From an optimization exercise on the open Yosys and OpenROAD flow, aimed at small area, a short achievable clock period and few clock cycles; shortcuts taken in it are not production practice.
In this exercise RTL edits were held to simulation tests only and were not proved equivalent to the original.
Power figures rest on the tool's default switching activity, not on a simulated workload.

Setup of S:
==> flow/design.v (excerpt) <==
module glyph_column_renderer_5x7 (
  input  logic        clk_i,
  input  logic        rst_ni,
  input  logic        start_i,
  output logic        busy_o,
  input  logic [7:0]  char_code_i,
  input  logic [1:0]  font_mode_i,
  input  logic [15:0] pos_x_i,
  input  logic [15:0] pos_y_i,
  output logic        result_valid_o,
  output logic [15:0] column_x_o,
  output logic [15:0] top_y_o,
  output logic [7:0]  row_bits_o,
  output logic [7:0]  row_write_mask_o,
  output logic        last_o,
  output logic [2:0]  char_width_o
);
  logic        valid_q;    
  logic [15:0] x_q;        
  logic        xmax_q;     
  logic [15:0] y_q;        
  logic [6:0]  bits_q;     
  logic        ul_q;       
  logic        col_q;      
  logic        last_q;     
  logic [2:0]  width_q;    
  logic        nz_q;       
  logic [8:0]  pf_q;       
  logic [1:0]  n_q;        
  logic        col4_q;     
  logic [6:0]  g_q;        
  logic        thin_q;     
  logic        busy_q;     
  logic        load;
  ...
export LEC_CHECK = 0
export CAP_MARGIN = 20
export CORE_MARGIN = 2
export CORE_UTILIZATION = 45
export SETUP_SLACK_MARGIN = 3.5
export SLEW_MARGIN = 20
export SYNTH_MEMORY_MAX_BITS = 8192
create_clock -name core_clock -period 6.0 [get_ports {clk_i}]
standard.sh (not shown) runs the stock make flow with config.mk's settings and CLKGATE_MAP_FILE= SYNTH_SCRIPT=/design/flow/synth_recipe.tcl, a recipe that flattens the netlist after the stock synthesis.
==> flow/flow/run.sh <==
#!/bin/bash
# The standard layout (standard.sh) with these changes:
# - synthesis: ABC maps the logic with flow/abc.script (structural choices,
#   then delay-oriented mapping with area recovery and ABC's own buffering
#   and sizing), and Yosys does not extract half/full adder cells. Registers, their names and cell types are those of the
#   standard synthesis.
# - placement: every port still gets a buffer, buf_2 on the inputs and buf_1
#   on the outputs (flow/outbuf.tcl).
set -u
F=$(cd "$(dirname "$0")" && pwd)
export OWN_ABC_SCRIPT=$F/abc.script
ARGS=(SYNTH_SCRIPT=$F/synth_own.tcl ADDER_MAP_FILE=
  "BUFFER_PORTS_ARGS=-inputs -buffer_cell sky130_fd_sc_hd__buf_2"
  PRE_GLOBAL_PLACE_TCL=$F/outbuf.tcl)
bash standard.sh "${ARGS[@]}" cts > standard_make_cts.log 2>&1
bash standard.sh "${ARGS[@]}" SETUP_SLACK_MARGIN=3.2 finish > standard_make_finish.log 2>&1
==> flow/flow/abc.script <==
strash
&get -n
&dch
&put
dch
map
topo
buffer -c
upsize -c
dnsize -c
==> flow/flow/outbuf.tcl <==
buffer_ports -outputs -buffer_cell sky130_fd_sc_hd__buf_1
==> flow/flow/synth_own.tcl <==
# The standard flow's synthesis (synth_recipe.tcl) with one change: ABC maps the logic with
# the script named by OWN_ABC_SCRIPT instead of ORFS's abc_speed/abc_area script.
proc synth {args} { yosys synth -nofsm -noshare {*}$args }
proc abc {args} {
  set i [lsearch -exact $args -script]
  if {$i >= 0 && [info exists ::env(OWN_ABC_SCRIPT)]} {
    set args [lreplace $args [expr {$i + 1}] [expr {$i + 1}] $::env(OWN_ABC_SCRIPT)]
  }
  yosys abc {*}$args
}
source $::env(SCRIPTS_DIR)/synth.tcl
# left out here: clear keep_hierarchy, flatten, clean up, hide names made inside functions, write 1_2_yosys.v
Testbench counts of S, summed over its fixed seeds: cycles 12,826.
[inputs] Q vs S
Settings: SETUP_SLACK_MARGIN: 3.5 -> 3.8.
-- flow/flow/run.sh --
<<< S, line 15
bash standard.sh "${ARGS[@]}" cts > standard_make_cts.log 2>&1
bash standard.sh "${ARGS[@]}" SETUP_SLACK_MARGIN=3.2 finish > standard_make_finish.log 2>&1
>>> Q, line 15
bash standard.sh "${ARGS[@]}" cts > standard_make_cts.log 2>&1
bash standard.sh "${ARGS[@]}" SETUP_SLACK_MARGIN=3.5 finish > standard_make_finish.log 2>&1
==> results.txt <==
Q — detailed-route wire length 4.4% higher, S as reference. What S reported for final instance area has to be multiplied by 1.10 to get the figure for Q. The global routing met2 resource utilization number comes out higher for Q vs S.

Another version of the RTL of glyph_column_renderer_5x7 (not shown whole).
For scale: about 1100 cells after synthesis, ~68 flip-flops, roughly 0.0070 mm² of cells after synthesis.
Settings: LEC_CHECK=0, CAP_MARGIN=20, CORE_MARGIN=2, CORE_UTILIZATION=45, SETUP_SLACK_MARGIN=3.5, SLEW_MARGIN=20, SYNTH_MEMORY_MAX_BITS=8192; clock period 6.0 ns.
==> flow/flow/run.sh <==
#!/bin/bash
# The standard layout (standard.sh) with these changes:
# - synthesis: ABC maps the logic with flow/abc.script (a time-limited
#   deep resynthesis for area, then delay-oriented mapping with area recovery
#   and ABC's own buffering and sizing), and Yosys does not extract half/full
#   adder cells. Registers, their names and cell types are those of the
#   standard synthesis.
# - placement: every port still gets a buffer, buf_2 on the inputs and buf_1
#   on the outputs (flow/outbuf.tcl).
set -u
F=$(cd "$(dirname "$0")" && pwd)
export OWN_ABC_SCRIPT=$F/abc.script
bash standard.sh SYNTH_SCRIPT=$F/synth_own.tcl ADDER_MAP_FILE= \
  "BUFFER_PORTS_ARGS=-inputs -buffer_cell sky130_fd_sc_hd__buf_2" \
  PRE_GLOBAL_PLACE_TCL=$F/outbuf.tcl finish > standard_make.log 2>&1
==> flow/flow/abc.script <==
strash
&get -n
&deepsyn -T 60
&put
dch
map
topo
buffer -c
upsize -c
dnsize -c
Scripts as last shown in full above: flow/flow/outbuf.tcl, flow/flow/synth_own.tcl
The starting point went through all stages and came out clean.
Testbench counts at the start, summed over its fixed seeds: cycles 12,826.
Edit:
--- a/flow/flow/run.sh
+++ b/flow/flow/run.sh
@@ -11,5 +11,7 @@
 F=$(cd "$(dirname "$0")" && pwd)
 export OWN_ABC_SCRIPT=$F/abc.script
-bash standard.sh SYNTH_SCRIPT=$F/synth_own.tcl ADDER_MAP_FILE= \
-  "BUFFER_PORTS_ARGS=-inputs -buffer_cell sky130_fd_sc_hd__buf_2" \
-  PRE_GLOBAL_PLACE_TCL=$F/outbuf.tcl finish > standard_make.log 2>&1
+ARGS=(SYNTH_SCRIPT=$F/synth_own.tcl ADDER_MAP_FILE=
+  "BUFFER_PORTS_ARGS=-inputs -buffer_cell sky130_fd_sc_hd__buf_2"
+  PRE_GLOBAL_PLACE_TCL=$F/outbuf.tcl)
+bash standard.sh "${ARGS[@]}" cts > standard_make_cts.log 2>&1
+bash standard.sh "${ARGS[@]}" SETUP_SLACK_MARGIN=3.2 finish > standard_make_finish.log 2>&1
=>
- The new run passed the timing, DRC and antenna checks
- hold slack improved by 0.0038 ns
- setup slack got worse by 0.20 ns
- cell area drops by 7.6%
- routed wire length went down by 3.4%
- combinational power is lower by about 6%

## branch quartz
Another version of the RTL of glyph_column_renderer_5x7 (not shown whole).
Size in the first run: about 1,200 cells after synthesis, ~67 flip-flops, roughly 99 I/O pins, about 7200 sq um of cells after synthesis.
==> flow/config.mk <==
export PLATFORM = sky130hd
export DESIGN_NAME = glyph_column_renderer_5x7
export DESIGN_NICKNAME = glyph_column_renderer_5x7
export VERILOG_FILES = /design/flow/design.v
export SDC_FILE = /design/flow/constraint.sdc
export NUM_CORES = 4
export LEC_CHECK = 0
export CAP_MARGIN = 20
export CORE_MARGIN = 2
export CORE_UTILIZATION = 30
export SETUP_SLACK_MARGIN = 3.5
export SLEW_MARGIN = 20
export SYNTH_MEMORY_MAX_BITS = 8192
==> flow/constraint.sdc <==
create_clock -name core_clock -period 6.0 [get_ports {clk_i}]
set_input_delay 1.2000 -clock core_clock [delete_from_list [all_inputs] [get_ports {clk_i}]]
set_output_delay 1.2000 -clock core_clock [all_outputs]
set_load 0.01 [all_outputs]
==> flow/flow/run.sh <==
#!/bin/bash
# The standard layout (standard.sh) with these changes:
# - synthesis: ABC maps the logic with flow/abc.script (delay-oriented
#   mapping with area recovery, then ABC's own buffering and sizing), and
#   Yosys does not extract half/full adder cells. Registers, their names and
#   cell types are those of the standard synthesis.
# - placement: the port buffers are buf_2 cells.
set -u
F=$(cd "$(dirname "$0")" && pwd)
export OWN_ABC_SCRIPT=$F/abc.script
bash standard.sh SYNTH_SCRIPT=$F/synth_own.tcl ADDER_MAP_FILE= \
  "BUFFER_PORTS_ARGS=-buffer_cell sky130_fd_sc_hd__buf_2" finish > standard_make.log 2>&1
==> flow/flow/abc.script <==
strash
dch
map
topo
buffer -c
upsize -c
dnsize -c
Scripts as last shown in full above: flow/flow/synth_own.tcl
Testbench counts of branch quartz, summed over its fixed seeds: cycles 12,826.
--- input diff branch quartz..branch umber ---
Settings: CORE_UTILIZATION now 40, was 30; SETUP_SLACK_MARGIN now 3.8, was 3.5.
==> flow/run.sh (new file) <==
#!/bin/bash
# synth_recipe.tcl (not shown) runs the flow's synth.tcl, then flattens the netlist and writes it again
# the make line also repeats each setting of config.mk as NAME=value (left out here)
make -C /OpenROAD-flow-scripts/flow DESIGN_CONFIG=/design/flow/config.mk WORK_HOME=/design/flow/orfs CLKGATE_MAP_FILE= SYNTH_SCRIPT=/design/flow/synth_recipe.tcl finish
removed: flow/flow/run.sh
removed: flow/flow/abc.script
removed: flow/flow/synth_own.tcl
removed: flow/standard.sh
Findings:
- Both conditions hold for branch quartz: the flow ran to the end and the final layout passed the timing, DRC and antenna checks.
- branch umber ended with every stage complete and zero timing, DRC or antenna violations.
- branch quartz has a lower final standard cell utilization of the core than branch umber.
- branch quartz vs branch umber, library cell contributing the largest single delay on the critical path: sky130_fd_sc_hd__nand2_1 vs sky130_fd_sc_hd__mux4_2
- The critical path start-end classification comes out reg -> reg in one run and in -> reg in the other, namely in branch umber and branch quartz respectively.
- Compared with branch quartz, in branch umber inverter count now smaller; final wirelength saw an increase; power consumption went up; synthesized cell count saw an increase.
- Relative to branch quartz, final cell count decreased by 0.75% in branch umber.
- branch umber reports a higher via count than branch quartz does.
- Slack of the worst reg-to-reg path in branch umber vs branch quartz: down 280 ps

==> static timing again, ports no longer ideal <==
How much do the figures lean on ideal ports? The routed layouts below were timed once more, with nothing changed but the port constraints. Step 1: set_driving_cell puts a clkbuf_16 on clk_i and a buf_2 on each other input, an assumption about the parent block. Step 2 also shifts input and output timing later by t, the mid clock arrival at the registers, as if the neighbouring blocks saw the same clock. Slacks: no drivers / after step 1 / after step 2; pairs: no drivers / after step 1.
run | t (ns) | setup slack, ns | latest minus earliest clock arrival (ns)
S | 0.376 | 3.270 / 3.270 / 2.932 | 0.008 / 0.008
Q | 0.381 | 3.467 / 3.467 / 3.228 | 0.016 / 0.016
the first run of note 2 | 0.376 | 3.432 / 3.409 / 3.033 | 0.006 / 0.006
the second run of note 2 | 0.375 | 3.232 / 3.232 / 2.914 | 0.006 / 0.006
branch quartz | 0.376 | 3.379 / 3.342 / 2.967 | 0.009 / 0.009
branch umber | 0.369 | 3.152 / 3.152 / 2.789 | 0.008 / 0.009
After both steps setup and hold are still met in every run listed. The setup slack of branch quartz, which loses most, moves by -0.037 ns with the drivers and by -0.412 ns with both steps.
